From an optimization exercise on the open Yosys and OpenROAD flow, aimed at small area; shortcuts taken in it are not production practice. The RTL was checked by simulation tests, not by an equivalence proof against the original design. Power is estimated from default activity; no workload was simulated. No driver is modelled on the clock port, so clocking that relies on it looks cheaper here than on a real chip.

## design/flow/constraint.sdc

```tcl
create_clock -name core_clock -period 10.0 [get_ports {clk}]
set_input_delay 2.0000 -clock core_clock [delete_from_list [all_inputs] [get_ports {clk}]]
set_output_delay 2.0000 -clock core_clock [all_outputs]
set_load 0.01 [all_outputs]
```

## design/flow/config.mk

```make
export PLATFORM = sky130hd
export DESIGN_NAME = keyed_dirty_point_store_top
export DESIGN_NICKNAME = keyed_dirty_point_store_top
export VERILOG_FILES = /design/flow/design.v
export SDC_FILE = /design/flow/constraint.sdc
export NUM_CORES = 4
export LEC_CHECK = 0
export CAP_MARGIN = 20
export CORE_MARGIN = 2
export CORE_UTILIZATION = 40
export SLEW_MARGIN = 20
```

## design/flow/design.v

```verilog
module keyed_dirty_point_store_top (
  input  logic        clk,
  input  logic        rst,
  input  logic        in_valid,
  output logic        in_stall,
  input  logic [2:0]  op,
  input  logic [31:0] key,
  input  logic [3:0]  byte_count,
  input  logic [63:0] value,
  output logic        out_valid,
  input  logic        out_stall,
  output logic [1:0]  status,
  output logic [63:0] read_value,
  output logic [3:0]  read_size,
  output logic [31:0] dirty_key,
  input  logic        cfg_valid,
  output logic        cfg_ready,
  input  logic [8:0]  buffer_bytes_in_use
);
  localparam int SW = 100;
  logic [16*SW-1:0] ring;
  logic [SW-1:0]    tl;
  logic [SW-1:0]    hd;
  logic [31:0]      t_key;
  logic [63:0]      t_val;
  logic [2:0]       t_sz;
  logic             t_dt;
  logic [3:0]  ph;
  logic        run;
  logic        fin;
  logic        f;
  logic [4:0]  pt_count;
  logic [7:0]  used;
  logic [7:0]  lim;
  logic [63:0] res;
  logic [2:0]  res_sz;
  logic        vsel;
  logic        dsel;
  logic [1:0]  st;
  logic op_def, op_set, op_get, op_clr1, op_clra, op_fd, op_lk;
  logic start, act, f_in, sv, at_end, eq, gt;
  logic def_room, def_ok, wr_def, hit, wr_set, get_ld, fd_hit, clr_dt, f_next;
  logic [8:0] need;
  assign cfg_ready = 1'b1;
  assign tl    = ring[16*SW-1 -: SW];
  assign t_key = tl[31:0];
  assign t_val = tl[95:32];
  assign t_sz  = tl[98:96];
  assign t_dt  = tl[99];
  assign op_def  = (op == 3'd0);
  assign op_set  = (op == 3'd1);
  assign op_get  = (op == 3'd2);
  assign op_clr1 = (op == 3'd3);
  assign op_clra = (op == 3'd4);
  assign op_fd   = (op == 3'd5);
  assign op_lk   = op_set | op_get | op_clr1 | op_fd;
  assign start = in_valid & ~out_valid & ~fin & ~run & (ph == 4'd0);
  assign act   = start | run;
  assign f_in  = run & f;
  assign sv    = ({1'b0, ph} < pt_count);
  assign eq    = (key == t_key);
  assign gt    = (key > t_key);
  assign at_end   = act & op_def & ({1'b0, ph} == pt_count);
  assign need     = {1'b0, used} + {5'd0, byte_count};
  assign def_room = (need <= {1'b0, lim});
  assign def_ok   = at_end & ~f_in & (key != 32'hFFFF_FFFF)
                  & (byte_count != 4'd0) & (byte_count <= 4'd8) & def_room;
  assign wr_def   = def_ok;
  assign hit    = act & sv & eq & (op_set | op_get | op_clr1);
  assign wr_set = hit & op_set;
  assign get_ld = hit & op_get;
  assign fd_hit = act & op_fd & sv & t_dt & ~f_in;
  assign clr_dt = (hit & op_clr1) | (act & op_clra);
  always_comb begin
    f_next = f_in | hit | fd_hit;
    if (op_def) begin
      f_next = f_in | (act & sv & ~gt) | (at_end & ~def_ok)
             | (act & (ph == 4'd15) & pt_count[4]);
    end
  end
  always_comb begin
    hd[31:0] = wr_def ? key : t_key;
    for (int b = 0; b < 8; b++) begin
      if (wr_set && (3'(b) <= t_sz)) begin
        hd[32+8*b +: 8] = value[8*b +: 8];
      end else if (wr_def) begin
        hd[32+8*b +: 8] = 8'd0;
      end else begin
        hd[32+8*b +: 8] = t_val[8*b +: 8];
      end
    end
    hd[98:96] = wr_def ? 3'(byte_count - 4'd1) : t_sz;
    hd[99]    = wr_set | (t_dt & ~wr_def & ~clr_dt);
  end
  always_ff @(posedge clk) begin
    ring <= {ring[15*SW-1:0], hd};
  end
  always_ff @(posedge clk) begin
    if (rst) begin
      ph       <= 4'd0;
      run      <= 1'b0;
      fin      <= 1'b0;
      pt_count <= 5'd0;
      used     <= 8'd0;
      lim      <= 8'd128;
      out_valid <= 1'b0;
    end else begin
      ph  <= ph + 4'd1;
      run <= act & (ph != 4'd15);
      fin <= act & (ph == 4'd15);
      if (wr_def) begin
        used <= need[7:0];
      end
      if (fin && op_def && !f) begin
        pt_count <= pt_count + 5'd1;
      end
      if (cfg_valid) begin
        lim <= (buffer_bytes_in_use[8:7] != 2'd0) ? 8'd128
                                                   : {1'b0, buffer_bytes_in_use[6:0]};
      end
      if (fin) begin
        out_valid <= 1'b1;
      end else if (!out_stall) begin
        out_valid <= 1'b0;
      end
    end
  end
  always_ff @(posedge clk) begin
    if (act) begin
      f <= f_next;
    end
    if (get_ld) begin
      res    <= t_val;
      res_sz <= t_sz;
    end else if (fd_hit) begin
      res[31:0] <= t_key;
    end
    if (fin) begin
      vsel <= op_get & f;
      dsel <= op_fd & f;
      st   <= {op_def & f, op_lk & ~f};
    end
  end
  assign in_stall   = ~fin;
  assign status     = st;
  assign read_value = vsel ? res : 64'd0;
  assign read_size  = vsel ? {1'b0, res_sz} + 4'd1 : 4'd0;
  assign dirty_key  = dsel ? res[31:0] : 32'hFFFF_FFFF;
endmodule
```

## design/flow/run.sh

```bash
#!/bin/bash
# synth_recipe.tcl (not shown) runs the flow's synth.tcl, then flattens the netlist and writes it again
# the make line also repeats each setting of config.mk as NAME=value (left out here)
make -C /OpenROAD-flow-scripts/flow DESIGN_CONFIG=/design/flow/config.mk WORK_HOME=/design/flow/orfs CLKGATE_MAP_FILE= SYNTH_SCRIPT=/design/flow/synth_recipe.tcl finish
```

==> results of run 1 <==
cell usage in the layout, fill, tap and decap left out, types with 6 or more instances in the layout:
master,n
and4_1,6
nand3_1,16
xnor2_1,10
mux2_2,32
dfxtp_1,1628
nor2b_1,7
and3_1,8
nand2_1,51
o21ai_0,41
edfxtp_1,72
a211oi_1,8
nor3_1,10
clkbuf_8,26
buf_4,11
clkinv_2,23
bufinv_16,6
nand4_1,17
nand2b_1,40
clkbuf_1,38
clkbuf_16,163
clkdlybuf4s50_1,220
inv_4,6
a21oi_1,29
inv_1,51
a22o_1,64
ha_1,53
and2_1,71
nor2_1,25
final cells by class:
type | instances | area [um2] | area share [%]
antenna | 3 | 7.51 | 0.0156
clock buffer | 227 | 4580 | 9.54
clock inverter | 56 | 576 | 1.20
inverter | 51 | 191 | 0.399
multi-input combinational | 553 | 4020 | 8.37
sequential | 1700 | 34800 | 72.4
tap | 1276 | 1600 | 3.33
timing repair buffer | 231 | 2280 | 4.76
flip-flops by register name, indices dropped and copies added, names as in the netlist, 2 cells and up:
name,cells
ph,4
pt_count,5
used,8
ring,1600
lim,8
res_sz,3
res,64
st,2
kinds of logic (layout without fill, tap and decap cells):
family,after synthesis,after routing,share of synthesized area [%]
other cells,1,4,0.00958
xor+xnor,15,15,0.336
fa+ha+maj,54,54,1.74
mux,34,34,0.971
simple gates,274,274,3.96
buf+inv,90,565,1.02
compound gates,175,175,3.20
flops,1700,1700,88.8
cell usage after synthesis, types with 3 or more instances:
cell type  number
clkbuf_1       18
o211ai_1        3
inv_1          51
ha_1           53
nor2b_1         7
nor3_1         10
a21oi_1        29
nand3_1        16
and2_1         71
a211oi_1        8
a31oi_2         5
and3_1          8
dfxtp_1      1628
a21oi_2         3
edfxtp_1       72
xnor2_1        10
buf_2           8
nand2_1        51
o21ai_0        42
nor2_1         26
or3_1           5
mux2_2         32
a22o_1         64
and4_1          7
nand4_1        17
nand2b_1       40
xor2_1          5
buf_4           8
buf_6           3
o21ai_1         4
a21o_1          5
worst reg2reg max path, stage by stage (launching register included):
cell and delay [ns]:
dfxtp_1 0.32, ha_1 0.21, fa_1 0.41, a21o_1 0.20, a21oi_1 0.37, nand3b_1 0.23
xnor2_1 0.14, ha_1 0.26, and4_1 0.19, a21boi_0 0.12, o41ai_1 0.57, and4_4 0.77
buf_4 0.44, a31oi_2 0.18, a22o_1 0.31
final timing paths:
path / from / endpoint / slack, ns / cells after the start
max: byte_count[0] / ring[71] / 3.68 / 15
min: ring[525] / ring[625] / 0.31 / 0
max reg2reg: used[0] / ring[71] / 5.14 / 14
min reg2reg: ring[525] / ring[625] / 0.31 / 0
per-layer routing:
layer | up-vias | GRT usage (%)
li1 | 8360 | -
met1 | 8136 | 17.6
met2 | 367 | 19.2
met3 | 170 | 4.19
met4 | 14 | 6.04
met5 | - | 0
power by group:
part / internal (mW) / switching [mW] / total, mW
clock network: 3.36 / 2.42 / 5.77
registers: 6.90 / 0.0253 / 6.93
logic: 0.0655 / 0.0587 / 0.124
total: 10.3 / 2.50 / 12.8
through the flow:
step	total power, mW	worst slack (ns)
2_1_floorplan	7.11	4.49
3_3_place_gp	7.20	2.87
3_5_place_dp	7.20	2.62
4_1_cts	13.0	3.41
5_1_grt	13.3	3.35
6_report	12.8	3.68
==> flow_summary.toml, run 1 <==
[cts]
cts_tree = "yes"
root_buffer = "clkbuf_16"
cts_buffers = 157
cts_hold_buf = 0
post_cts_resized = 0
cts_sinks = 1700
clock_path_buffers = 3
clkLatencyLatePin_ns = 0.74
htreeDepth = 4
cts_setup_buffers = 0
clkTransAtPathRegs_ns = 0.06

[critical_path]
arrival_ns = 6.94
cpMaxStageDelayCell = "and4_4"
crit_path_cell_trace = "clkdlybuf4s50_1, ha_1, fa_1, a21o_1, a21oi_1, nand3b_1, xnor2_1, ha_1, and4_1, a21boi_0, o41ai_1, and4_4, buf_4, a31oi_2, a22o_1"
max_stage_delay_ns = 0.77
required_ns = 10.62
path_class = "input pin to register"
end_kind = "register"
path_delay_family = "compound AO/OA/AOI/OAI gates"
cp.buffers_inverters = 2
startpoint_type = "input pin"
cp_max_fo = 54
critPathMostFrequentCell = "ha_1"

[floorplan]
start_util_pct = 40.4
core_mm2 = 0.0969
placementRows = 114
ioPinCount = 222
die_w_um = 317
die_y_um = 317
die_area_mm2 = 0.100

[job]
drv_cap = 0

[logic_synthesis]
synth-seq-cells = 1700
syn_nets = 2514
synth_top_cell_by_area = "dfxtp_1"
synthFlopType = "dfxtp_1"
synth_area_mm2 = 0.0392
synth_top_area_share_pct = 83.2
seq_area_frac_synth_pct = 88.8
synth.distinct_cells = 55
ys_warn_count = 1
ys_top_cells_by_area = "dfxtp_1 (83%), edfxtp_1 (5.5%), ha_1 (1.7%), a22o_1 (1.4%), and2_1 (1.1%)"
syn_inst = 2343
avgSynthCellArea_um2 = 16.7
synth_edf_count = 72
synth-async-reset-ratio_pct = 0

[cells_and_area]
fillerInstances = 7969
final_core_util_pct = 49.6
layout.cells.non_filler = 4097
layout.nets = 2865
synthToLayoutAreaGrowth_pct = 22.6
stdcell_area_mm2 = 0.0480
drive_above_1_share_pct = 10.8

[detailed_routing]
viasPerCell = 4.16
routedWlPerCell_um = 15.7
wl_met2_mm = 27.3
drtAntennaViolNets = 0
wirelength_mm = 64.4
num_vias = 17000
top_layer = "met5"
drt-met1-wl_mm = 30.9
drc = 0
drt_iter0_drc = 862
drtPass1Iterations = 5
dr_wl_met3_mm = 3.86

[place]
place_area_mm2 = 0.0428
io_buffers = 220
gp_routability_congestion = 0.794
dp_hpwl_mm = 41.1
dp_cells = 3811

[global_routing]
grt_max_degree = 55
grt_pass1_vias = 17300
antenna_found_initial = 17
grt_usage_pct = 13.1
grt_overflow = 0
grt_pass1_wl_mm = 98.0

[pwr]
p_leak_nw = 19.2
ir_drop_v = 0.000147
power_density_mw_per_mm2 = 267

[sta]
slew_headroom_pct = 28.7
rsz0062_at_grt = "no"
clock.fmax_mhz = 158
fin_tns_setup_ns = 0
finClkSkew_ns = 0.0379
fin_crit_ns = 6.32
slew_violations = 0
hold_slack_ns = 0.305
worst_pin_slew_ns = 1.07
hold_viol = 0
fin_crit_sh_pct = 63.2
setup_viol_count_final = 0

[hold_path]
hp-class = "register to register"

[outcome]
status = "complete, no violations"
==> inputs of run 2 (changes only) <==
--- a/design/flow/config.mk
+++ b/design/flow/config.mk
@@ -8,4 +8,6 @@
 export CAP_MARGIN = 20
 export CORE_MARGIN = 2
 export CORE_UTILIZATION = 40
+export CTS_CLUSTER_DIAMETER = 100
+export CTS_CLUSTER_SIZE = 30
 export SLEW_MARGIN = 20
==> flow_summary.toml, run 2 <==
[cts]
cts_hold_buf = 0
root_buffer = "clkbuf_16"
htreeDepth = 3
clock_path_buffers = 3
post_cts_resized = 0
clkLatencyLatePin_ns = 0.65
cts_setup_buffers = 0
cts_tree = "yes"
cts_sinks = 1700
clkTransAtPathRegs_ns = 0.10
cts_buffers = 67

[detailed_routing]
drtAntennaViolNets = 0
drt_iter0_drc = 956
viasPerCell = 4.16
drtPass1Iterations = 5
wirelength_mm = 62.1
num_vias = 16300
routedWlPerCell_um = 15.8
drc = 0

[cells_and_area]
final_common_cell = "dfxtp_1"
final_cell_mix = "dfxtp_1 (1,628), clkdlybuf4s50_1 (219), edfxtp_1 (72), and2_1 (71), clkbuf_16 (69)"
layout.nets = 2775
regMostFlops = "ring"
layout.cells.non_filler = 3921
largest_registers = "ring: 1600 flops, res: 64 flops"
stdcell_area_mm2 = 0.0448
drive_above_1_share_pct = 5.30
largest_reg_flops = 1600
synthToLayoutAreaGrowth_pct = 14.4

[logic_synthesis]
synth-seq-cells = 1700
seq_area_frac_synth_pct = 88.8
syn_inst = 2343
synth_top_area_share_pct = 83.2
synth_edf_count = 72
synth.distinct_cells = 55
ys_top_cells_by_area = "dfxtp_1 (83%), edfxtp_1 (5.5%), ha_1 (1.7%), a22o_1 (1.4%), and2_1 (1.1%)"
syn_nets = 2514
synth-async-reset-ratio_pct = 0
synth_area_mm2 = 0.0392
avgSynthCellArea_um2 = 16.7
synth_top_cell_by_area = "dfxtp_1"
netlist_top_cells_count = "dfxtp_1 (1,628), edfxtp_1 (72), and2_1 (71)"
ys_warn_count = 1
synth.most_common_cell = "dfxtp_1"
synthFlopType = "dfxtp_1"

[sta]
slew_violations = 0
fin_tns_setup_ns = 0
setup_viol_count_final = 0
rsz0062_at_grt = "no"
fin_crit_ns = 6.48
hold_viol = 0
fin_crit_sh_pct = 64.8
worst_pin_slew_ns = 0.963
setup_ws_ns = 3.52
finClkSkew_ns = 0.0257
clock.fmax_mhz = 154
slew_headroom_pct = 35.8

[floorplan]
core_mm2 = 0.0969
ioPinCount = 222
placementRows = 114
die_area_mm2 = 0.100
start_util_pct = 40.4
die_y_um = 317
die_w_um = 317

[critical_path]
path_delay_family = "compound AO/OA/AOI/OAI gates"
path_class = "input pin to register"
arrival_ns = 7.01
required_ns = 10.53
end_kind = "register"
critPathMostFrequentCell = "ha_1"
cpMaxStageDelayCell = "and4_4"
cp.buffers_inverters = 2
startpoint_type = "input pin"
max_stage_delay_ns = 0.77
crit_path_cell_trace = "clkdlybuf4s50_1, ha_1, fa_1, a21o_1, a21oi_1, nand3b_1, xnor2_1, ha_1, and4_1, a21boi_0, o41ai_1, and4_4, buf_4, a41oi_2, a22o_1"
cp_max_fo = 54

[pwr]
power_density_mw_per_mm2 = 230
ir_drop_v = 0.000143
p_leak_nw = 17.6

[global_routing]
grt_usage_pct = 12.4
grt_pass1_vias = 16200
grt_pass1_wl_mm = 93.7
grt_overflow = 0
grt_max_degree = 55
antenna_found_initial = 17

[job]
drv_cap = 0

[place]
gp_routability_congestion = 0.794
io_buffers = 220
dp_cells = 3811
dp_hpwl_mm = 41.1
dp_slack_ns = 2.62
place_area_mm2 = 0.0428

[outcome]
status = "complete, no violations"

[hold_path]
hp-class = "register to register"
## run 2: final timing paths
check / to / slack, ns / startpoint / depth (start not counted)
worst max register to register: ring[83] / 5.05 / used[0] / 14
worst max-delay path: ring[83] / 3.52 / byte_count[0] / 15
worst min register to register: ring[733] / 0.31 / ring[633] / 0
worst min-delay path: ring[733] / 0.31 / ring[633] / 0
## run 2: kinds of logic after synthesis
family / count (synthesis) / share of synthesized area [%]
xor+xnor: 15 / 0.336
buf+inv: 90 / 1.02
other cells: 1 / 0.00958
simple gates: 274 / 3.96
compound gates: 175 / 3.20
fa+ha+maj: 54 / 1.74
mux: 34 / 0.971
flops: 1700 / 88.8
## run 2: per-stage QoR
step | power [mW] | utilization (%) | hold slack (ns)
after detailed placement | 7.20 | 44.2 | 0.312
after global placement | 7.20 | 44.2 | 0.310
after global routing | 10.7 | 46.3 | 0.324
after floorplan | 7.11 | - | 0.310
after CTS | 10.4 | 46.3 | 0.314
final | 10.3 | 46.3 | 0.312
## run 2: final cells by class
type	count	area (um2)
multi-input combinational	553	4020
clock inverter	7	104
sequential	1700	34800
clock buffer	99	1860
antenna	4	10.0
fill	8221	52000
tap	1276	1600
inverter	51	191
timing repair buffer	231	2280
## run 2: layer usage
metal | GRT usage, % | routed length [um] | vias to the layer above
li1 | - | - | 8087
met4 | 4.30 | 1570 | 14
met2 | 18.8 | 26400 | 288
met3 | 2.80 | 3020 | 103
met5 | 0 | 91 | -
met1 | 17.5 | 31000 | 7826
## run 2: where the power goes
group | internal, mW | switching (mW) | leakage (nW)
Sequential | 6.90 | 0.0252 | 13.8
Clock | 1.33 | 1.91 | 0.945
Combinational | 0.0653 | 0.0587 | 2.80
Total | 8.29 | 1.99 | 17.6
==> inputs of run 3 (changes only) <==
==> design/flow/flow/run.sh (new file) <==
#!/bin/bash
# standard layout, logging to this folder
bash standard.sh > standard.log 2>&1
==> design/flow/standard.sh (new file) <==
#!/bin/bash
# synth_recipe.tcl (not shown) runs the flow's synth.tcl, then flattens the netlist and writes it again
# the make line also repeats each setting of config.mk as NAME=value (left out here)
make -C /OpenROAD-flow-scripts/flow DESIGN_CONFIG=/design/flow/config.mk WORK_HOME=/design/flow/orfs CLKGATE_MAP_FILE= SYNTH_SCRIPT=/design/flow/synth_recipe.tcl "${@:-finish}"
--- a/design/flow/config.mk
+++ b/design/flow/config.mk
@@ -8,6 +8,4 @@
 export CAP_MARGIN = 20
 export CORE_MARGIN = 2
 export CORE_UTILIZATION = 40
-export CTS_CLUSTER_DIAMETER = 100
-export CTS_CLUSTER_SIZE = 30
 export SLEW_MARGIN = 20
removed: design/flow/run.sh
==> flow_summary.toml, run 3 <==
[sta]
fin_tns_setup_ns = 0
fin_crit_sh_pct = 63.2
hold_slack_ns = 0.305
slew_headroom_pct = 28.7
fin_crit_ns = 6.32
finClkSkew_ns = 0.0379
slew_violations = 0
worst_pin_slew_ns = 1.07
hold_viol = 0
setup_viol_count_final = 0
rsz0062_at_grt = "no"
clock.fmax_mhz = 158

[cts]
post_cts_resized = 0
cts_setup_buffers = 0
clock_path_buffers = 3
cts_sinks = 1700
cts_hold_buf = 0
htreeDepth = 4
cts_buffers = 157
clkTransAtPathRegs_ns = 0.06
root_buffer = "clkbuf_16"
clkLatencyLatePin_ns = 0.74
cts_tree = "yes"

[floorplan]
core_mm2 = 0.0969
start_util_pct = 40.4
die_y_um = 317
die_w_um = 317
placementRows = 114
ioPinCount = 222
die_area_mm2 = 0.100

[pwr]
clkPwrFrac_pct = 45.0
power_density_mw_per_mm2 = 267
p_switching_mw = 2.50
ir_drop_v = 0.000147
internal-power_mw = 10.3
seq_power_share_pct = 54.0
comb_power_share_pct = 1.0
p_leak_nw = 19.2
switching_share_pct = 19.5

[logic_synthesis]
synth_top_area_share_pct = 83.2
synth-async-reset-ratio_pct = 0
synth-seq-cells = 1700
netlist_top_cells_count = "dfxtp_1 (1,628), edfxtp_1 (72), and2_1 (71)"
synth_top_cell_by_area = "dfxtp_1"
synth_edf_count = 72
seq_area_frac_synth_pct = 88.8
ys_warn_count = 1
avgSynthCellArea_um2 = 16.7
synth.distinct_cells = 55
synth.most_common_cell = "dfxtp_1"
synthFlopType = "dfxtp_1"
ys_top_cells_by_area = "dfxtp_1 (83%), edfxtp_1 (5.5%), ha_1 (1.7%), a22o_1 (1.4%), and2_1 (1.1%)"
syn_inst = 2343
synth_area_mm2 = 0.0392
syn_nets = 2514

[detailed_routing]
num_vias = 17000
viasPerCell = 4.16
routedWlPerCell_um = 15.7
drtPass1Iterations = 5
drt_iter0_drc = 862
drc = 0
drtAntennaViolNets = 0
wirelength_mm = 64.4

[critical_path]
reg2reg_setup_slack_ns = 5.14
startpoint = "byte_count[0]"
required_ns = 10.62
reg2reg_to = "ring[71]"
max_stage_delay_ns = 0.77
r2r_start = "used[0]"
cpMaxStageDelayCell = "and4_4"
critPathMostFrequentCell = "ha_1"
end_kind = "register"
startpoint_type = "input pin"
crit_path_cell_trace = "clkdlybuf4s50_1, ha_1, fa_1, a21o_1, a21oi_1, nand3b_1, xnor2_1, ha_1, and4_1, a21boi_0, o41ai_1, and4_4, buf_4, a31oi_2, a22o_1"
reg2regPathDepth = 14
arrival_ns = 6.94
cp_max_fo = 54
path_class = "input pin to register"
crit_end = "ring[71]"

[outcome]
status = "complete, no violations"

[cells_and_area]
final_cell_mix = "dfxtp_1 (1,628), clkdlybuf4s50_1 (220), clkbuf_16 (163), edfxtp_1 (72), and2_1 (71)"
largest_registers = "ring: 1600 flops, res: 64 flops"
final_common_cell = "dfxtp_1"
drive_above_1_share_pct = 10.8
synthToLayoutAreaGrowth_pct = 22.6
layout.nets = 2865
largest_reg_flops = 1600
regMostFlops = "ring"

[global_routing]
grt_overflow = 0
antenna_found_initial = 17
grt_usage_pct = 13.1
grt_pass1_vias = 17300
grt_pass1_wl_mm = 98.0
grt_max_degree = 55

[job]
drv_cap = 0

[place]
gp_routability_congestion = 0.794
io_buffers = 220
dp_hpwl_mm = 41.1

[hold_path]
hp-class = "register to register"
## run 3: changes by cell type in the layout (fill, tap and decap cells not counted), moves of 3 or more
| cell | change |
|---|---|
| clkinv_2 | +23 |
| clkbuf_1 | +10 |
| clkbuf_8 | +24 |
| inv_4 | +6 |
| bufinv_16 | +6 |
| clkinvlp_4 | +5 |
| clkinv_1 | +3 |
| clkinv_8 | +4 |
| clkbuf_16 | +94 |
## run 3: kinds of logic after synthesis
| kind of cell | count (synthesis) | synth area share, % |
|---|---|---|
| AOI/OAI and AO/OA | 175 | 3.20 |
| xor gates and xnor gates | 15 | 0.336 |
| adders and majority gates | 54 | 1.74 |
| buffers and inverters | 90 | 1.02 |
| DFF | 1700 | 88.8 |
| muxes | 34 | 0.971 |
| other | 1 | 0.00958 |
| and+or+nand+nor | 274 | 3.96 |
## run 3: routing by layer
layer,GRT usage [%],vias to the layer above,part of all wire (%)
li1,-,8360,-
met1,17.6,8136,48
met2,19.2,367,42
met3,4.19,170,6.0
met4,6.04,14,3.4
met5,0,-,0.15
## run 3: worst min-delay path by stage
stage / startpoint / to / cells after the start
4_1_cts: ring[525] / ring[625] / 0
3_5_place_dp: ring[1463] / ring[1563] / 0
6_report: ring[525] / ring[625] / 0
5_1_grt: ring[1143] / ring[1243] / 0
3_3_place_gp: ring[517] / ring[617] / 0
2_1_floorplan: ring[900] / ring[1000] / 0
## run 3: cell type report
type                            instances  area (um2)
Clock buffer                          227        4580
Timing Repair Buffer                  231        2280
Tap cell                             1276        1600
Antenna cell                            3        7.51
Fill cell                            7969       48800
Clock inverter                         56         576
Multi-Input combinational cell        553        4020
Inverter                               51         191
Sequential cell                      1700       34800
## run 3: worst max-delay path: cells and delay by family
family	cells	cell delay, ns
XOR/XNOR	1	0.14
buffers and inverters	2	0.87
AO/OA/AOI/OAI	6	1.75
AND/OR/NAND/NOR	3	1.19
adder cells (fa/ha/maj)	3	0.93
## run 3: power groups by stage
stage                     Combinational, mW  Clock [mW]  Sequential (mW)
after floorplan                      0.0475           0             7.07
after global routing                  0.136        6.23             6.93
after CTS                             0.125        5.95             6.93
after global placement                0.121           0             7.08
final                                 0.124        5.77             6.93
after detailed placement              0.124           0             7.08
## run 3: per-stage QoR
step / instances / util (%) / setup slack, ns / total power [mW] / cell area, um2
after global routing: 4096 / 49.6 / 3.35 / 13.3 / 48000
final: 4097 / 49.6 / 3.68 / 12.8 / 48000
after detailed placement: 3811 / 44.2 / 2.62 / 7.20 / 42800
after floorplan: 2343 / - / 4.49 / 7.11 / 39200
after CTS: 4094 / 49.6 / 3.41 / 13.0 / 48000
after global placement: 3811 / 44.2 / 2.87 / 7.20 / 42800
==> inputs of run 4 (changes only) <==
==> design/flow/run.sh (new file) <==
#!/bin/bash
# synth_recipe.tcl (not shown) runs the flow's synth.tcl, then flattens the netlist and writes it again
# the make line also repeats each setting of config.mk as NAME=value (left out here)
make -C /OpenROAD-flow-scripts/flow DESIGN_CONFIG=/design/flow/config.mk WORK_HOME=/design/flow/orfs CLKGATE_MAP_FILE= SYNTH_SCRIPT=/design/flow/synth_recipe.tcl finish
--- a/design/flow/config.mk
+++ b/design/flow/config.mk
@@ -8,4 +8,6 @@
 export CAP_MARGIN = 20
 export CORE_MARGIN = 2
 export CORE_UTILIZATION = 40
+export CTS_CLUSTER_DIAMETER = 60
+export CTS_CLUSTER_SIZE = 44
 export SLEW_MARGIN = 20
removed: design/flow/flow/run.sh
removed: design/flow/standard.sh
==> flow_summary.toml, run 4 <==
[logic_synthesis]
syn_inst = 2343
synth-seq-cells = 1700
ys_warn_count = 1
syn_nets = 2514
seq_area_frac_synth_pct = 88.8
avgSynthCellArea_um2 = 16.7
synth_area_mm2 = 0.0392
netlist_top_cells_count = "dfxtp_1 (1,628), edfxtp_1 (72), and2_1 (71)"
synthFlopType = "dfxtp_1"
synth.most_common_cell = "dfxtp_1"
synth_top_area_share_pct = 83.2
synth-async-reset-ratio_pct = 0
synth_top_cell_by_area = "dfxtp_1"
synth.distinct_cells = 55
synth_edf_count = 72
ys_top_cells_by_area = "dfxtp_1 (83%), edfxtp_1 (5.5%), ha_1 (1.7%), a22o_1 (1.4%), and2_1 (1.1%)"

[pwr]
p_leak_nw = 18.4
power_density_mw_per_mm2 = 250
ir_drop_v = 0.000148

[critical_path]
path_class = "input pin to register"
end_kind = "register"
required_ns = 10.58
cp_max_fo = 54
arrival_ns = 6.94
startpoint_type = "input pin"

[cts]
htreeDepth = 3
cts_tree = "yes"
clkLatencyLatePin_ns = 0.71
cts_sinks = 1700
post_cts_resized = 0
cts_buffers = 92
root_buffer = "clkbuf_16"
cts_setup_buffers = 0
clkTransAtPathRegs_ns = 0.12
cts_hold_buf = 0
clock_path_buffers = 3

[cells_and_area]
largest_reg_flops = 1600
largest_registers = "ring: 1600 flops, res: 64 flops"
drive_above_1_share_pct = 8.49
layout.nets = 2800
regMostFlops = "ring"
fillerInstances = 8050
synthToLayoutAreaGrowth_pct = 19.0
final_common_cell = "dfxtp_1"
final_cell_mix = "dfxtp_1 (1,628), clkdlybuf4s50_1 (220), clkbuf_16 (94), edfxtp_1 (72), and2_1 (71)"

[sta]
rsz0062_at_grt = "no"
fin_tns_setup_ns = 0
slew_headroom_pct = 27.3
worst_pin_slew_ns = 1.09
setup_viol_count_final = 0
hold_viol = 0
clock.fmax_mhz = 157
hold_slack_ns = 0.293
slew_violations = 0
finClkSkew_ns = 0.0470
fin_crit_ns = 6.36
fin_crit_sh_pct = 63.6

[outcome]
status = "complete, no violations"

[detailed_routing]
drc = 0
drt_iter0_drc = 915
num_vias = 16600
routedWlPerCell_um = 15.7
viasPerCell = 4.15
drtAntennaViolNets = 0
drtPass1Iterations = 4
wirelength_mm = 62.7

[floorplan]
die_area_mm2 = 0.100
ioPinCount = 222
placementRows = 114
start_util_pct = 40.4
core_mm2 = 0.0969
die_w_um = 317
die_y_um = 317

[global_routing]
antenna_found_initial = 17
grt_pass1_wl_mm = 95.3
grt_overflow = 0
grt_pass1_vias = 16600
grt_usage_pct = 12.6
grt_max_degree = 55

[place]
gp_routability_congestion = 0.794
io_buffers = 220
dp_hpwl_mm = 41.1

[job]
drv_cap = 0

[hold_path]
hp-class = "register to register"
[run 4: kinds of logic after synthesis]
kind of cell               after synthesis  share of synthesized area [%]
DFF                                   1700                           88.8
other                                    1                        0.00958
AOI/OAI and AO/OA                      175                           3.20
and+or+nand+nor                        274                           3.96
buffers and inverters                   90                           1.02
muxes                                   34                          0.971
adders and majority gates               54                           1.74
xor gates and xnor gates                15                          0.336
[run 4: per-layer routing]
layer  part of all wire (%)  GRT usage (%)  wire length, um
met3                    5.3           3.20             3320
met2                     43           18.9            26700
met1                     49           17.5            30700
met4                    3.0           4.91             1860
met5                   0.13              0               83
[run 4: cell type report]
type                       count  area [um2]  share of cell area [%]
timing repair buffer         231        2280                    4.90
tap                         1276        1600                    3.43
antenna                        7        17.5                  0.0376
sequential                  1700       34800                    74.6
multi-input combinational    553        4020                    8.62
clock buffer                  98        2370                    5.08
inverter                      51         191                   0.411
clock inverter                75        1380                    2.96
[run 4: critical path, cell delays in order]
cell,delay (ns)
clkdlybuf4s50_1,0.47
ha_1,0.26
fa_1,0.41
a21o_1,0.20
a21oi_1,0.36
nand3b_1,0.23
xnor2_1,0.14
ha_1,0.26
and4_1,0.19
a21boi_0,0.12
o41ai_1,0.58
and4_4,0.77
buf_4,0.40
a31oi_2,0.18
a22o_1,0.30
[run 4: through the flow]
stage / worst slack [ns] / power, mW / cell area [um2] / cells / util, %
detailed placement: 2.62 / 7.20 / 42800 / 3811 / 44.2
global route: 3.30 / 12.1 / 46600 / 3986 / 48.1
floorplan: 4.49 / 7.11 / 39200 / 2343 / -
global placement: 2.87 / 7.20 / 42800 / 3811 / 44.2
finish: 3.64 / 11.6 / 46600 / 3991 / 48.1
CTS: 3.36 / 11.8 / 46600 / 3984 / 48.1
[run 4: final timing paths]
check | from | end | slack (ns) | cells after the start
min | ring[24] | ring[124] | 0.29 | 0
max | byte_count[0] | ring[71] | 3.64 | 15
max reg2reg | used[0] | ring[71] | 5.15 | 14
min reg2reg | ring[24] | ring[124] | 0.29 | 0
[run 4: where the power goes]
group          internal [mW]  leakage [nW]  switching [mW]
sequential              6.90          13.8          0.0254
clock                   2.03          1.76            2.57
combinational         0.0655          2.80          0.0584
==> inputs of run 5 (changes only) <==
--- a/design/flow/config.mk
+++ b/design/flow/config.mk
@@ -8,6 +8,7 @@
 export CAP_MARGIN = 20
 export CORE_MARGIN = 2
 export CORE_UTILIZATION = 40
-export CTS_CLUSTER_DIAMETER = 60
-export CTS_CLUSTER_SIZE = 44
+export CTS_BUF_LIST = sky130_fd_sc_hd__clkbuf_8 sky130_fd_sc_hd__clkbuf_16
+export CTS_CLUSTER_DIAMETER = 100
+export CTS_CLUSTER_SIZE = 30
 export SLEW_MARGIN = 20
==> flow_summary.toml, run 5 <==
[place]
dp_hpwl_mm = 41.1
io_buffers = 220
dp_slack_ns = 2.62
gp_routability_congestion = 0.794

[floorplan]
start_util_pct = 40.4
die_w_um = 317
die_area_mm2 = 0.100
ioPinCount = 222
placementRows = 114
die_y_um = 317
core_mm2 = 0.0969

[sta]
hold_slack_ns = 0.312
fin_crit_sh_pct = 64.8
worst_pin_slew_ns = 0.949
fin_tns_setup_ns = 0
hold_viol = 0
finClkSkew_ns = 0.0251
fin_crit_ns = 6.48
setup_ws_ns = 3.52
rsz0062_at_grt = "no"
setup_viol_count_final = 0
slew_headroom_pct = 36.8
slew_violations = 0
clock.fmax_mhz = 154

[cells_and_area]
layout.nets = 2775
largest_reg_flops = 1600
final_cell_mix = "dfxtp_1 (1,628), clkdlybuf4s50_1 (219), inv_1 (79), edfxtp_1 (72), and2_1 (71)"
regMostFlops = "ring"
synthToLayoutAreaGrowth_pct = 14.4
final_common_cell = "dfxtp_1"
drive_above_1_share_pct = 5.30
final_core_util_pct = 46.3
largest_registers = "ring: 1600 flops, res: 64 flops"

[cts]
root_buffer = "clkbuf_16"
post_cts_resized = 0
clkTransAtPathRegs_ns = 0.10
htreeDepth = 3
clkLatencyLatePin_ns = 0.65
cts_buffers = 67
cts_hold_buf = 0
clock_path_buffers = 3
cts_tree = "yes"
cts_sinks = 1700
cts_setup_buffers = 0

[global_routing]
grt_pass1_vias = 16200
grt_pass1_wl_mm = 93.7
antenna_found_initial = 17
grt_overflow = 0
grt_usage_pct = 12.4
grt_max_degree = 55

[hold_path]
min_to = "ring[733]"
min_from = "ring[633]"
hold_depth = 0
hp-class = "register to register"

[logic_synthesis]
synth_top_area_share_pct = 83.2
avgSynthCellArea_um2 = 16.7
ys_top_cells_by_area = "dfxtp_1 (83%), edfxtp_1 (5.5%), ha_1 (1.7%), a22o_1 (1.4%), and2_1 (1.1%)"
syn_inst = 2343
ys_warn_count = 1
synth_top_family_by_area = "simple AND/OR/NAND/NOR gates"
synthFlopType = "dfxtp_1"
netlist_top_cells_count = "dfxtp_1 (1,628), edfxtp_1 (72), and2_1 (71)"
synth-seq-cells = 1700
seq_area_frac_synth_pct = 88.8
synth-async-reset-ratio_pct = 0
synth.area.mux_share_pct = 0.971
yosys.area_share.adder_pct = 1.74
synthSimpleGateAreaFrac_pct = 3.96
synth_compound_area_share_pct = 3.20
synth.most_common_cell = "dfxtp_1"
syn_nets = 2514
synthXorXnorAreaFrac_pct = 0.336
synth_top_cell_by_area = "dfxtp_1"
synth.distinct_cells = 55
synth_area_mm2 = 0.0392
synth_edf_count = 72

[critical_path]
reg2reg_setup_slack_ns = 5.05
reg2reg_to = "ring[71]"
reg2regPathDepth = 14
path_class = "input pin to register"
r2r_start = "used[0]"
startpoint_type = "input pin"
required_ns = 10.54
end_kind = "register"
arrival_ns = 7.02
cp_max_fo = 54

[detailed_routing]
drc = 0
drt_iter0_drc = 980
drtPass1Iterations = 5
num_vias = 16300
viasPerCell = 4.16
wirelength_mm = 62.1
drtAntennaViolNets = 0
routedWlPerCell_um = 15.8

[pwr]
p_leak_nw = 17.7
ir_drop_v = 0.000143
finalPower_mw = 10.3
power_density_mw_per_mm2 = 229

[outcome]
status = "complete, no violations"

[job]
drv_cap = 0
run 5: changes by cell type in the layout (fill, tap and decap cells not counted), moves of 2 or more:
cell	change
clkbuf_1	-4
clkbuf_16	-25
clkbuf_8	+2
clkinv_16	-17
clkinv_4	-4
clkinv_8	-13
diode_2	-3
inv_1	+28
inv_12	-7
inv_16	-12
inv_6	-5
inv_8	-7
run 5: how the worst max path moves through the flow:
stage	from	end	slack [ns]	depth (start not counted)
2_1_floorplan	in_valid	res[0]	4.49	4
3_3_place_gp	byte_count[0]	ring[81]	2.87	15
3_5_place_dp	byte_count[0]	ring[83]	2.62	15
4_1_cts	byte_count[0]	ring[83]	3.28	15
5_1_grt	byte_count[0]	ring[82]	3.21	15
6_report	byte_count[0]	ring[71]	3.52	15
run 5: layout make-up:
class / count / area, um2
Fill cell: 8220 / 52000
Sequential cell: 1700 / 34800
Multi-Input combinational cell: 553 / 4020
Timing Repair Buffer: 231 / 2280
Clock buffer: 71 / 1750
Tap cell: 1276 / 1600
Clock inverter: 35 / 209
Inverter: 51 / 191
Antenna cell: 4 / 10.0
run 5: critical path: stages:
cell	delay [ns]
clkdlybuf4s50_1	0.47
ha_1	0.26
fa_1	0.41
a21o_1	0.20
a21oi_1	0.35
nand3b_1	0.23
xnor2_1	0.14
ha_1	0.26
and4_1	0.20
a21boi_0	0.15
o41ai_1	0.62
and4_4	0.77
buf_4	0.40
a31oi_2	0.19
a22o_1	0.31
run 5: routing by layer:
layer	vias up	routed length (um)	share of wire (%)	GRT usage (%)
met1	7832	30900	50	17.5
met4	14	1530	2.5	4.30
met5	-	91	0.15	0
met3	98	3130	5.0	2.80
li1	8089	-	-	-
met2	288	26500	43	18.8
run 5: per-stage QoR:
stage / area, um2 / std cells
after floorplan: 39200 / 2343
after global placement: 42800 / 3811
after detailed placement: 42800 / 3811
after CTS: 44800 / 3917
after global routing: 44800 / 3919
final: 44800 / 3921
run 5: cell families (layout without fill, tap and decap cells):
family                   Yosys count  count (layout)
flip-flops                      1700            1700
AND/OR/NAND/NOR                  274             274
AO/OA/AOI/OAI                    175             175
buffers and inverters             90             388
adder cells (fa/ha/maj)           54              54
multiplexers                      34              34
XOR/XNOR                          15              15
other                              1               5
run 5: power breakdown:
part           leakage, nW  internal [mW]  total, mW  switching, mW
Combinational         2.80         0.0653      0.124         0.0588
Clock                 1.06           1.30       3.21           1.91
Sequential            13.8           6.90       6.92         0.0252
==> inputs of run 6 (changes only) <==
==> design/flow/flow/run.sh (new file) <==
#!/bin/bash
# standard layout with the smallest buffer on the ports, logging to this folder
export BUFFER_PORTS_ARGS="-buffer_cell sky130_fd_sc_hd__buf_1"
bash standard.sh > standard.log 2>&1
==> design/flow/standard.sh (new file) <==
#!/bin/bash
# synth_recipe.tcl (not shown) runs the flow's synth.tcl, then flattens the netlist and writes it again
# the make line also repeats each setting of config.mk as NAME=value (left out here)
make -C /OpenROAD-flow-scripts/flow DESIGN_CONFIG=/design/flow/config.mk WORK_HOME=/design/flow/orfs CLKGATE_MAP_FILE= SYNTH_SCRIPT=/design/flow/synth_recipe.tcl "${@:-finish}"
--- a/design/flow/config.mk
+++ b/design/flow/config.mk
@@ -8,7 +8,6 @@
 export CAP_MARGIN = 20
 export CORE_MARGIN = 2
 export CORE_UTILIZATION = 40
-export CTS_BUF_LIST = sky130_fd_sc_hd__clkbuf_8 sky130_fd_sc_hd__clkbuf_16
 export CTS_CLUSTER_DIAMETER = 100
 export CTS_CLUSTER_SIZE = 30
 export SLEW_MARGIN = 20
removed: design/flow/run.sh
==> flow_summary.toml, run 6 <==
[sta]
rsz0062_at_grt = "no"
fin_crit_ns = 6.20
finClkSkew_ns = 0.0310
clock.fmax_mhz = 161
worst_pin_slew_ns = 0.932
setup_viol_count_final = 0
fin_crit_sh_pct = 62.0
slew_violations = 0
slew_headroom_pct = 37.9
hold_viol = 0
fin_tns_setup_ns = 0
setup_ws_ns = 3.80

[hold_path]
hp-class = "register to register"

[cts]
clkLatencyLatePin_ns = 0.66
cts_tree = "yes"
clkTransAtPathRegs_ns = 0.11
clock_path_buffers = 3
htreeDepth = 3
post_cts_resized = 0
cts_hold_buf = 0
cts_buffers = 68
cts_setup_buffers = 0
cts_sinks = 1700
root_buffer = "clkbuf_16"

[global_routing]
grt_max_degree = 51
antenna_found_initial = 18
grt_usage_pct = 12.2
grt_pass1_wl_mm = 92.4
grt_overflow = 0
grt_pass1_vias = 16000

[detailed_routing]
wirelength_mm = 61.8
routedWlPerCell_um = 15.8
drt_iter0_drc = 843
num_vias = 16400
drtAntennaViolNets = 0
viasPerCell = 4.18
drc = 0
drtPass1Iterations = 7

[cells_and_area]
layout.cells.non_filler = 3920
final_cell_mix = "dfxtp_1 (1,628), buf_1 (219), edfxtp_1 (72), and2_1 (71), clkbuf_16 (71)"
drive_above_1_share_pct = 5.45
stdcell_area_mm2 = 0.0435
final_common_cell = "dfxtp_1"
largest_reg_flops = 1600
regMostFlops = "ring"
layout.nets = 2776
synthToLayoutAreaGrowth_pct = 11.1
largest_registers = "ring: 1600 flops, res: 64 flops"

[job]
drv_cap = 0

[logic_synthesis]
ys_top_cells_by_area = "dfxtp_1 (83%), edfxtp_1 (5.5%), ha_1 (1.7%), a22o_1 (1.4%), and2_1 (1.1%)"
seq_area_frac_synth_pct = 88.8
syn_inst = 2343
synth-async-reset-ratio_pct = 0
netlist_top_cells_count = "dfxtp_1 (1,628), edfxtp_1 (72), and2_1 (71)"
avgSynthCellArea_um2 = 16.7
ys_warn_count = 1
synth.most_common_cell = "dfxtp_1"
syn_nets = 2514
synth.distinct_cells = 55
synth_top_area_share_pct = 83.2
synth_top_cell_by_area = "dfxtp_1"
synth-seq-cells = 1700
synthFlopType = "dfxtp_1"
synth_edf_count = 72
synth_area_mm2 = 0.0392

[floorplan]
die_w_um = 317
start_util_pct = 40.4
core_mm2 = 0.0969
die_area_mm2 = 0.100
placementRows = 114
die_y_um = 317
ioPinCount = 222

[pwr]
comb_power_share_pct = 0.9
power_density_mw_per_mm2 = 237
p_switching_mw = 2.01
seq_power_share_pct = 67.2
p_leak_nw = 17.0
ir_drop_v = 0.000157
clkPwrFrac_pct = 31.9
switching_share_pct = 19.5
internal-power_mw = 8.29

[critical_path]
path_class = "input pin to register"
crit_path_cell_trace = "buf_1, ha_1, fa_1, a21o_1, a21oi_1, nand3b_1, xnor2_1, ha_1, and4_1, a21boi_0, o41ai_1, and4_2, buf_4, a31oi_2, a22o_1"
end_kind = "register"
critPathMostFrequentCell = "ha_1"
reg2reg_setup_slack_ns = 4.93
cpMaxStageDelayCell = "and4_2"
path_delay_family = "compound AO/OA/AOI/OAI gates"
startpoint_type = "input pin"
cp_max_fo = 38
cp.buffers_inverters = 2
arrival_ns = 6.73
required_ns = 10.54
max_stage_delay_ns = 0.79

[place]
place_area_mm2 = 0.0415
dp_hpwl_mm = 41.2
dp_slack_ns = 3.14
gp_routability_congestion = 0.787
io_buffers = 220
dp_cells = 3811

[outcome]
status = "complete, no violations"
[run 6: cell counts after synthesis]
Identical to the previous run, type by type.
[run 6: kinds of logic (layout without fill, tap and decap cells)]
family	count (synthesis)	after routing	synth area share, %
AOI/OAI and AO/OA	175	175	3.20
other	1	5	0.00958
buffers and inverters	90	387	1.02
DFF	1700	1700	88.8
adders and majority gates	54	54	1.74
xor gates and xnor gates	15	15	0.336
muxes	34	34	0.971
and+or+nand+nor	274	274	3.96
[run 6: path summary, 6_finish.rpt]
| kind | from | cells past startpoint | to |
|---|---|---|---|
| min | ring[1439] | 0 | ring[1539] |
| max reg2reg | used[0] | 14 | ring[66] |
| min reg2reg | ring[1439] | 0 | ring[1539] |
| max | byte_count[0] | 15 | ring[66] |
[run 6: worst reg2reg max path, cell delays in order (launching register included)]
cell and delay [ns]:
dfxtp_1 0.34, ha_1 0.21, fa_1 0.40, a21o_1 0.20
a21oi_1 0.35, nand3b_1 0.23, xnor2_1 0.17, ha_1 0.29
and4_1 0.21, a21boi_0 0.13, o41ai_1 0.52, and4_2 0.79
buf_4 0.56, a31oi_2 0.24, a22o_1 0.30
[run 6: routing by layer]
layer | vias to the layer above | track usage [%] | part of all wire (%)
met5 | - | 0 | 0.14
li1 | 8093 | - | -
met3 | 157 | 2.81 | 4.4
met4 | 14 | 4.73 | 3.5
met1 | 7770 | 17.2 | 50
met2 | 333 | 18.3 | 42
[run 6: area by class of cell]
class                   count  area (um2)
clock buffers              95        1880
flip-flops and latches   1700       34800
inverters                  51         191
clock inverters            10         128
repair buffers            231         910
fillers                  8441       53400
well taps                1276        1600
diodes                      4        10.0
multi-input cells         553        4020
[run 6: power groups by stage]
stage	Sequential [mW]	Clock, mW	Combinational, mW
3_5_place_dp	7.08	0	0.0934
4_1_cts	6.92	3.42	0.0942
5_1_grt	6.93	3.65	0.105
3_3_place_gp	7.08	0	0.0904
2_1_floorplan	7.07	0	0.0475
6_report	6.92	3.28	0.0934
[run 6: metrics by stage]
| stage | utilization (%) | total power, mW | hold WS [ns] |
|---|---|---|---|
| after floorplan | - | 7.11 | 0.310 |
| after global placement | 42.8 | 7.17 | 0.310 |
| after detailed placement | 42.8 | 7.17 | 0.312 |
| after CTS | 44.9 | 10.4 | 0.317 |
| after global routing | 44.9 | 10.7 | 0.326 |
| final | 44.9 | 10.3 | 0.321 |
==> inputs of run 7 (changes only) <==
==> design/flow/flow/run.sh (replaced) <==
#!/bin/bash
# standard layout with the smallest buffer on the ports and tuned clock tree; logs to this folder
export BUFFER_PORTS_ARGS="-buffer_cell sky130_fd_sc_hd__buf_1"
export CTS_ARGS="-sink_clustering_enable -sink_clustering_size 32 -sink_clustering_max_diameter 60 -buf_list sky130_fd_sc_hd__clkbuf_16 -repair_clock_nets -dont_use_dummy_load"
bash standard.sh > standard.log 2>&1
--- a/design/flow/config.mk
+++ b/design/flow/config.mk
@@ -8,6 +8,4 @@
 export CAP_MARGIN = 20
 export CORE_MARGIN = 2
 export CORE_UTILIZATION = 40
-export CTS_CLUSTER_DIAMETER = 100
-export CTS_CLUSTER_SIZE = 30
 export SLEW_MARGIN = 20
==> flow_summary.toml, run 7 <==
[sta]
hold_viol = 0
slew_violations = 0
fin_crit_ns = 6.19
rsz0062_at_grt = "no"
fin_crit_sh_pct = 61.9
hold_slack_ns = 0.256
fin_tns_setup_ns = 0
clock.fmax_mhz = 162
finClkSkew_ns = 0.104
setup_viol_count_final = 0
worst_pin_slew_ns = 0.934
slew_headroom_pct = 37.8

[logic_synthesis]
netlist_top_cells_count = "dfxtp_1 (1,628), edfxtp_1 (72), and2_1 (71)"
syn_nets = 2514
synth_area_mm2 = 0.0392
synth_top_cell_by_area = "dfxtp_1"
synth-async-reset-ratio_pct = 0
ys_warn_count = 1
synth.most_common_cell = "dfxtp_1"
synth-seq-cells = 1700
synth.distinct_cells = 55
synthFlopType = "dfxtp_1"
ys_top_cells_by_area = "dfxtp_1 (83%), edfxtp_1 (5.5%), ha_1 (1.7%), a22o_1 (1.4%), and2_1 (1.1%)"
synth_top_area_share_pct = 83.2
avgSynthCellArea_um2 = 16.7
syn_inst = 2343
seq_area_frac_synth_pct = 88.8
synth_edf_count = 72

[critical_path]
reg2reg_setup_slack_ns = 5.00
startpoint_type = "input pin"
cp_max_fo = 38
arrival_ns = 6.73
path_class = "input pin to register"
r2r_start = "used[0]"
required_ns = 10.53
reg2reg_to = "ring[71]"
end_kind = "register"
reg2regPathDepth = 14

[cts]
cts_hold_buf = 0
cts_setup_buffers = 0
cts_buffers = 95
clkTransAtPathRegs_ns = 0.10
root_buffer = "clkbuf_16"
post_cts_resized = 0
cts_tree = "yes"
htreeDepth = 3
clock_path_buffers = 3
clkLatencyLatePin_ns = 0.69
cts_sinks = 1700

[cells_and_area]
largest_reg_flops = 1600
drive_above_1_share_pct = 5.97
largest_registers = "ring: 1600 flops, res: 64 flops"
stdcell_area_mm2 = 0.0439
final_cell_mix = "dfxtp_1 (1,628), buf_1 (219), clkbuf_16 (95), edfxtp_1 (72), and2_1 (71)"
fillerInstances = 8382
layout.cells.non_filler = 3910
layout.nets = 2803
final_common_cell = "dfxtp_1"
synthToLayoutAreaGrowth_pct = 12.0
regMostFlops = "ring"

[floorplan]
placementRows = 114
die_y_um = 317
core_mm2 = 0.0969
start_util_pct = 40.4
die_area_mm2 = 0.100
ioPinCount = 222
die_w_um = 317

[global_routing]
grt_usage_pct = 12.3
grt_max_degree = 51
grt_overflow = 0
grt_pass1_vias = 16300
grt_pass1_wl_mm = 93.4
antenna_found_initial = 17

[pwr]
ir_drop_v = 0.000146
power_density_mw_per_mm2 = 242
p_leak_nw = 17.2

[outcome]
status = "complete, no violations"

[place]
io_buffers = 220
place_area_mm2 = 0.0415
dp_hpwl_mm = 41.2
dp_cells = 3811
gp_routability_congestion = 0.787

[hold_path]
min_to = "ring[214]"
min_from = "ring[114]"
hold_depth = 0
hp-class = "register to register"

[detailed_routing]
drtAntennaViolNets = 0
drtPass1Iterations = 6
drc = 0
viasPerCell = 4.21
routedWlPerCell_um = 15.9
drt_iter0_drc = 873
wirelength_mm = 62.1
num_vias = 16500

[job]
drv_cap = 0
==> run 7: cell counts after synthesis <==
No cell type changed its count.
==> run 7: kinds of logic (layout without fill, tap and decap cells) <==
family	Yosys count	in the layout	synth area share, %
AOI/OAI and AO/OA	175	175	3.20
xor gates and xnor gates	15	15	0.336
adders and majority gates	54	54	1.74
buffers and inverters	90	377	1.02
DFF	1700	1700	88.8
muxes	34	34	0.971
other	1	5	0.00958
and+or+nand+nor	274	274	3.96
==> run 7: layout make-up <==
type / count / area [um2] / share of cell area, %
sequential: 1700 / 34800 / 79.2
multi-input combinational: 553 / 4020 / 9.16
clock buffer: 95 / 2380 / 5.42
tap: 1276 / 1600 / 3.64
timing repair buffer: 231 / 910 / 2.07
inverter: 51 / 191 / 0.437
antenna: 4 / 10.0 / 0.0228
==> run 7: metal layers <==
layer / global-route usage [%] / share of wire, % / up-vias
met5: 0 / 0.14 / -
met4: 5.15 / 3.5 / 14
met3: 2.92 / 4.7 / 155
met2: 18.3 / 42 / 336
met1: 17.3 / 49 / 7837
li1: - / - / 8117
==> run 7: worst max-delay path by stage <==
| stage | start | end | slack (ns) |
|---|---|---|---|
| after global routing | byte_count[0] | ring[68] | 3.53 |
| after floorplan | in_valid | res[0] | 4.49 |
| after CTS | byte_count[0] | ring[71] | 3.84 |
| final | byte_count[0] | ring[71] | 3.81 |
| after global placement | byte_count[0] | ring[81] | 3.42 |
| after detailed placement | byte_count[0] | ring[66] | 3.14 |
==> run 7: per-stage QoR <==
step / power, mW / utilization [%] / worst slack (ns)
CTS: 10.7 / 45.3 / 3.84
detailed placement: 7.17 / 42.8 / 3.14
global placement: 7.17 / 42.8 / 3.42
floorplan: 7.11 / - / 4.49
finish: 10.6 / 45.3 / 3.81
global route: 11.0 / 45.3 / 3.53
==> run 7: report_power, final <==
group / internal, mW / leakage (nW) / switching [mW]
logic: 0.0356 / 2.22 / 0.0582
registers: 6.90 / 13.8 / 0.0257
clock network: 1.68 / 1.17 / 1.91
==> run 7: worst max-delay path: stages <==
cell and delay [ns]:
buf_1 0.10, ha_1 0.23, fa_1 0.41, a21o_1 0.20, a21oi_1 0.36, nand3b_1 0.23
xnor2_1 0.17, ha_1 0.29, and4_1 0.21, a21boi_0 0.13, o41ai_1 0.51, and4_2 0.79
buf_4 0.56, a31oi_2 0.23, a22o_1 0.29
==> inputs of run 8 (changes only) <==
==> design/flow/flow/run.sh (replaced) <==
#!/bin/bash
# standard layout with the smallest buffer on the ports and tuned clock tree; logs to this folder
export BUFFER_PORTS_ARGS="-buffer_cell sky130_fd_sc_hd__buf_1"
export CTS_ARGS="-sink_clustering_enable -sink_clustering_size 30 -sink_clustering_max_diameter 100 -buf_list sky130_fd_sc_hd__clkbuf_16 -repair_clock_nets -dont_use_dummy_load"
bash standard.sh > standard.log 2>&1
==> flow_summary.toml, run 8 <==
[outcome]
status = "complete, no violations"

[critical_path]
cpMaxStageDelayCell = "and4_2"
path_class = "input pin to register"
reg2reg_to = "ring[66]"
reg2reg_setup_slack_ns = 4.94
critPathMostFrequentCell = "ha_1"
reg2regPathDepth = 14
crit_path_cell_trace = "buf_1, ha_1, fa_1, a21o_1, a21oi_1, nand3b_1, xnor2_1, ha_1, and4_1, a21boi_0, o41ai_1, and4_2, buf_4, a31oi_2, a22o_1"
end_kind = "register"
startpoint_type = "input pin"
arrival_ns = 6.75
required_ns = 10.52
cp_max_fo = 38
max_stage_delay_ns = 0.80
r2r_start = "used[0]"

[floorplan]
die_y_um = 317
placementRows = 114
core_mm2 = 0.0969
ioPinCount = 222
die_area_mm2 = 0.100
die_w_um = 317
start_util_pct = 40.4

[cts]
post_cts_resized = 0
cts_hold_buf = 0
cts_setup_buffers = 0
cts_buffers = 68
clkLatencyLatePin_ns = 0.66
cts_sinks = 1700
cts_tree = "yes"
root_buffer = "clkbuf_16"
clkTransAtPathRegs_ns = 0.10
clock_path_buffers = 3
htreeDepth = 3

[cells_and_area]
fillerInstances = 8441
final_common_cell = "dfxtp_1"
layout.nets = 2776
largest_registers = "ring: 1600 flops, res: 64 flops"
drive_above_1_share_pct = 4.99
largest_reg_flops = 1600
regMostFlops = "ring"
final_cell_mix = "dfxtp_1 (1,628), buf_1 (219), edfxtp_1 (72), and2_1 (71), clkbuf_16 (68)"
synthToLayoutAreaGrowth_pct = 10.3

[detailed_routing]
viasPerCell = 4.18
drt_iter0_drc = 893
wirelength_mm = 61.7
drtPass1Iterations = 5
num_vias = 16200
routedWlPerCell_um = 15.9
drc = 0
drtAntennaViolNets = 0

[sta]
fin_tns_setup_ns = 0
fin_crit_ns = 6.22
setup_viol_count_final = 0
finClkSkew_ns = 0.0833
slew_headroom_pct = 34.8
rsz0062_at_grt = "no"
hold_slack_ns = 0.266
slew_violations = 0
fin_crit_sh_pct = 62.2
clock.fmax_mhz = 161
worst_pin_slew_ns = 0.978
hold_viol = 0

[place]
dp_hpwl_mm = 41.2
io_buffers = 220
gp_routability_congestion = 0.787

[global_routing]
grt_overflow = 0
grt_max_degree = 51
grt_pass1_vias = 15900
grt_pass1_wl_mm = 92.0
grt_usage_pct = 12.2
antenna_found_initial = 17

[logic_synthesis]
synth.distinct_cells = 55
ys_top_cells_by_area = "dfxtp_1 (83%), edfxtp_1 (5.5%), ha_1 (1.7%), a22o_1 (1.4%), and2_1 (1.1%)"
synthFlopType = "dfxtp_1"
syn_nets = 2514
synth_area_mm2 = 0.0392
ys_warn_count = 1
synth_top_cell_by_area = "dfxtp_1"
syn_inst = 2343
synth-async-reset-ratio_pct = 0
seq_area_frac_synth_pct = 88.8
synth_edf_count = 72
synth-seq-cells = 1700
synth_top_area_share_pct = 83.2
synth.most_common_cell = "dfxtp_1"
avgSynthCellArea_um2 = 16.7
netlist_top_cells_count = "dfxtp_1 (1,628), edfxtp_1 (72), and2_1 (71)"

[hold_path]
hp-class = "register to register"
min_to = "ring[430]"
hold_depth = 0
min_from = "ring[330]"

[pwr]
p_leak_nw = 16.9
ir_drop_v = 0.000154
power_density_mw_per_mm2 = 233

[job]
drv_cap = 0
==> run 8: cell types whose count changed in the layout (fill, tap and decap cells not counted) <==
cell and delta:
diode_2 -2, clkbuf_16 -27
==> run 8: final cells by class <==
class	count	area (um2)	area share, %
multi-input combinational	553	4020	9.30
timing repair buffer	231	910	2.11
antenna	2	5.00	0.0116
tap	1276	1600	3.70
clock buffer	68	1700	3.94
inverter	51	191	0.443
sequential	1700	34800	80.5
==> run 8: worst max-delay path by stage <==
stage                   from  endpoint  slack, ns  cells past startpoint
4_1_cts        byte_count[0]  ring[70]       3.82                     15
5_1_grt        byte_count[0]  ring[66]       3.51                     15
3_5_place_dp   byte_count[0]  ring[66]       3.14                     15
6_report       byte_count[0]  ring[66]       3.78                     15
3_3_place_gp   byte_count[0]  ring[81]       3.42                     15
2_1_floorplan       in_valid    res[0]       4.49                      4
==> run 8: logic make-up after synthesis <==
group / after synthesis / synth area share [%]
compound gates: 175 / 3.20
buf+inv: 90 / 1.02
other cells: 1 / 0.00958
fa+ha+maj: 54 / 1.74
mux: 34 / 0.971
xor+xnor: 15 / 0.336
simple gates: 274 / 3.96
flops: 1700 / 88.8
==> run 8: where the power goes <==
group / switching (mW) / internal, mW / total [mW]
registers: 0.0256 / 6.90 / 6.92
clock network: 1.84 / 1.23 / 3.07
logic: 0.0578 / 0.0356 / 0.0934
total: 1.92 / 8.16 / 10.1
==> run 8: per-layer routing <==
metal	share of wire [%]	vias to the layer above	routed length [um]	GRT usage, %
met3	4.3	140	2640	2.73
met4	3.5	14	2160	4.85
met5	0.13	-	82	0
met2	42	300	25900	18.2
li1	-	8051	-	-
met1	50	7713	30900	17.2
==> run 8: worst max-delay path, delay by kind of cell <==
kind / cells / cell delay [ns]
compound gates: 6 / 1.73
xor+xnor: 1 / 0.17
fa+ha+maj: 3 / 0.93
buf+inv: 2 / 0.66
simple gates: 3 / 1.23
==> run 8: metrics by stage <==
step	cells	utilization [%]	setup WS (ns)	instance area, um2	power, mW
after global routing	3880	44.6	3.51	43200	10.5
final	3881	44.6	3.78	43200	10.1
after detailed placement	3811	42.8	3.14	41500	7.17
after floorplan	2343	-	4.49	39200	7.11
after CTS	3879	44.6	3.82	43200	10.2
after global placement	3811	42.8	3.42	41500	7.17
==> inputs of run 9 (changes only) <==
==> design/flow/flow/run.sh (replaced) <==
#!/bin/bash
# standard layout with the smallest buffer on the ports and tuned clock tree; logs to this folder
export BUFFER_PORTS_ARGS="-buffer_cell sky130_fd_sc_hd__buf_1"
export CTS_ARGS="-sink_clustering_enable -sink_clustering_size 34 -sink_clustering_max_diameter 300 -buf_list sky130_fd_sc_hd__clkbuf_16 -repair_clock_nets -dont_use_dummy_load"
bash standard.sh > standard.log 2>&1
--- a/design/flow/config.mk
+++ b/design/flow/config.mk
@@ -7,5 +7,5 @@
 export LEC_CHECK = 0
 export CAP_MARGIN = 20
 export CORE_MARGIN = 2
-export CORE_UTILIZATION = 40
+export CORE_UTILIZATION = 65
 export SLEW_MARGIN = 20
==> flow_summary.toml, run 9 <==
[outcome]
status = "complete, no violations"

[pwr]
power_density_mw_per_mm2 = 232
ir_drop_v = 0.000183
seq_power_share_pct = 70.8
clkPwrFrac_pct = 28.2
p_switching_mw = 1.84
internal-power_mw = 7.93
comb_power_share_pct = 0.9
p_leak_nw = 16.7
switching_share_pct = 18.9

[cts]
cts_hold_buf = 0
root_buffer = "clkbuf_16"
clkTransAtPathRegs_ns = 0.11
cts_tree = "yes"
clock_path_buffers = 3
post_cts_resized = 0
cts_buffers = 55
cts_setup_buffers = 0
clkLatencyLatePin_ns = 0.65
cts_sinks = 1700
htreeDepth = 2

[detailed_routing]
routedWlPerCell_um = 17.1
drtPass1Iterations = 5
drt_iter0_drc = 891
wirelength_mm = 57.4
drc = 0
viasPerCell = 4.76
drtAntennaViolNets = 0
num_vias = 16000

[critical_path]
arrival_ns = 6.43
cp_max_fo = 66
end_kind = "register"
critPathMostFrequentCell = "ha_1"
required_ns = 10.55
max_stage_delay_ns = 0.60
crit_path_cell_trace = "buf_1, ha_1, fa_1, a21o_1, a21oi_1, nand3b_1, xnor2_1, ha_1, and4_1, a21boi_0, o41ai_1, and4_2, buf_4, a31oi_2, a22o_1"
cpMaxStageDelayCell = "buf_4"
path_class = "input pin to register"
startpoint_type = "input pin"

[logic_synthesis]
netlist_top_cells_count = "dfxtp_1 (1,628), edfxtp_1 (72), and2_1 (71)"
synth_area_mm2 = 0.0392
synth.most_common_cell = "dfxtp_1"
ys_warn_count = 1
synth_top_cell_by_area = "dfxtp_1"
synthFlopType = "dfxtp_1"
synth.distinct_cells = 55
seq_area_frac_synth_pct = 88.8
syn_nets = 2514
avgSynthCellArea_um2 = 16.7
synth_edf_count = 72
synth_top_area_share_pct = 83.2
synth-async-reset-ratio_pct = 0
ys_top_cells_by_area = "dfxtp_1 (83%), edfxtp_1 (5.5%), ha_1 (1.7%), a22o_1 (1.4%), and2_1 (1.1%)"
syn_inst = 2343
synth-seq-cells = 1700

[global_routing]
grt_overflow = 0
grt_usage_pct = 18.6
antenna_found_initial = 5
grt_pass1_wl_mm = 88.7
grt_pass1_vias = 15900
grt_max_degree = 67

[floorplan]
start_util_pct = 66.1
core_mm2 = 0.0592
die_area_mm2 = 0.0622
ioPinCount = 222
die_y_um = 249
placementRows = 89
die_w_um = 249

[sta]
hold_viol = 0
slew_violations = 0
rsz0062_at_grt = "no"
slew_headroom_pct = 26.5
clock.fmax_mhz = 170
worst_pin_slew_ns = 1.10
setup_viol_count_final = 0
hold_slack_ns = 0.317
fin_tns_setup_ns = 0
fin_crit_sh_pct = 58.8
finClkSkew_ns = 0.0359
fin_crit_ns = 5.88

[cells_and_area]
regMostFlops = "ring"
multi_input_area_mm2 = 0.00401
layout.nets = 2761
fillerInstances = 3949
final_common_cell = "dfxtp_1"
seq_area_mm2 = 0.0348
synthToLayoutAreaGrowth_pct = 7.80
largest_registers = "ring: 1600 flops, res: 64 flops"
drive_above_1_share_pct = 4.40
largest_reg_flops = 1600
final_cell_mix = "dfxtp_1 (1,628), buf_1 (219), edfxtp_1 (72), and2_1 (71), a22o_1 (64)"

[place]
dp_hpwl_mm = 37.4
gp_routability_congestion = 0.831
io_buffers = 220

[hold_path]
hp-class = "register to register"

[job]
drv_cap = 0
## run 9: cell count changes in the layout (fill, tap and decap cells not counted)
| cell | change |
|---|---|
| clkbuf_2 | -1 |
| buf_2 | +1 |
| buf_4 | -2 |
| diode_2 | +3 |
| nor2_1 | +1 |
| nor2_2 | -1 |
| clkbuf_16 | -13 |
## run 9: per-stage QoR
stage	total power, mW	std cells	setup slack [ns]	util [%]	instance area, um2
2_1_floorplan	7.11	2343	4.49	-	39200
3_3_place_gp	7.16	3306	3.65	68.9	40800
3_5_place_dp	7.17	3306	3.50	68.9	40800
4_1_cts	9.86	3361	4.17	71.2	42200
5_1_grt	10.1	3361	3.90	71.2	42200
6_report	9.78	3366	4.12	71.2	42200
## run 9: power by group through the flow
stage | Clock (mW) | Sequential, mW | Combinational [mW]
after floorplan | 0 | 7.07 | 0.0475
after global placement | 0 | 7.08 | 0.0871
after detailed placement | 0 | 7.08 | 0.0905
after CTS | 2.84 | 6.93 | 0.0908
after global routing | 3.06 | 6.94 | 0.101
final | 2.76 | 6.93 | 0.0902
## run 9: worst max-delay path: cells and delay by family
family                     cells  cell delay [ns]
AOI/OAI and AO/OA              6             1.68
buffers and inverters          2             0.70
and+or+nand+nor                3             0.98
xor gates and xnor gates       1             0.15
adders and majority gates      3             0.90
## run 9: worst paths after layout
path / startpoint / end / slack (ns) / cells past startpoint
worst max register to register: used[0] / ring[48] / 5.28 / 14
worst min-delay path: ring[570] / ring[670] / 0.32 / 0
worst min register to register: ring[570] / ring[670] / 0.32 / 0
worst max-delay path: byte_count[0] / ring[48] / 4.12 / 15
## run 9: kinds of logic (layout without fill, tap and decap cells)
kind of cell               after synthesis  in the layout  share of synthesized area (%)
other                                    1              6                        0.00958
and+or+nand+nor                        274            274                           3.96
buffers and inverters                   90            335                           1.02
muxes                                   34             34                          0.971
xor gates and xnor gates                15             15                          0.336
AOI/OAI and AO/OA                      175            175                           3.20
adders and majority gates               54             54                           1.74
DFF                                   1700           1700                           88.8
## run 9: cell type report
cell class                      instances  share of cell area (%)
Antenna cell                            5                  0.0296
Clock buffer                           55                    3.26
Inverter                               51                   0.454
Multi-Input combinational cell        553                    9.51
Sequential cell                      1700                    82.3
Tap cell                              773                    2.29
Timing Repair Buffer                  229                    2.12
## run 9: routing by layer
layer	part of all wire, %	track usage [%]	vias up
met5	0.045	0	-
met4	2.4	5.63	4
met3	4.0	3.14	89
met2	43	28.3	256
met1	50	27.6	7647
li1	-	-	8012

-- afterwards: timing with drivers on the ports --
How much do the figures lean on ideal ports? The routed layouts below were timed once more, with nothing changed but the port constraints.
Step 1 (the two cells are an assumption about what drives the block):
set clk [get_ports {clk}]
set_driving_cell -lib_cell sky130_fd_sc_hd__clkbuf_16 $clk
set_driving_cell -lib_cell sky130_fd_sc_hd__buf_2 [delete_from_list [all_inputs] $clk]
Step 2 also shifts input and output timing later by t, the mid clock arrival at the registers, as if the neighbouring blocks saw the same clock.
Three values: ideal, step 1, step 2; two values: the first two.
| run | t (ns) | slack for setup (ns) | clock arrival spread, ns |
|---|---|---|---|
| run 1 | 0.791 | 3.678 / 3.725 / 2.933 | 0.050 / 0.051 |
| run 2 | 0.705 | 3.524 / 3.568 / 2.863 | 0.036 / 0.036 |
| run 3 | 0.791 | 3.678 / 3.725 / 2.933 | 0.050 / 0.051 |
| run 4 | 0.755 | 3.636 / 3.681 / 2.926 | 0.052 / 0.052 |
| run 5 | 0.705 | 3.523 / 3.568 / 2.862 | 0.036 / 0.036 |
| run 6 | 0.707 | 3.804 / 3.841 / 3.134 | 0.033 / 0.032 |
| run 7 | 0.707 | 3.808 / 3.844 / 3.137 | 0.105 / 0.105 |
| run 8 | 0.682 | 3.775 / 3.812 / 3.130 | 0.085 / 0.085 |
| run 9 | 0.692 | 4.120 / 4.151 / 3.459 | 0.038 / 0.037 |
After both steps every run listed still meets setup and hold.
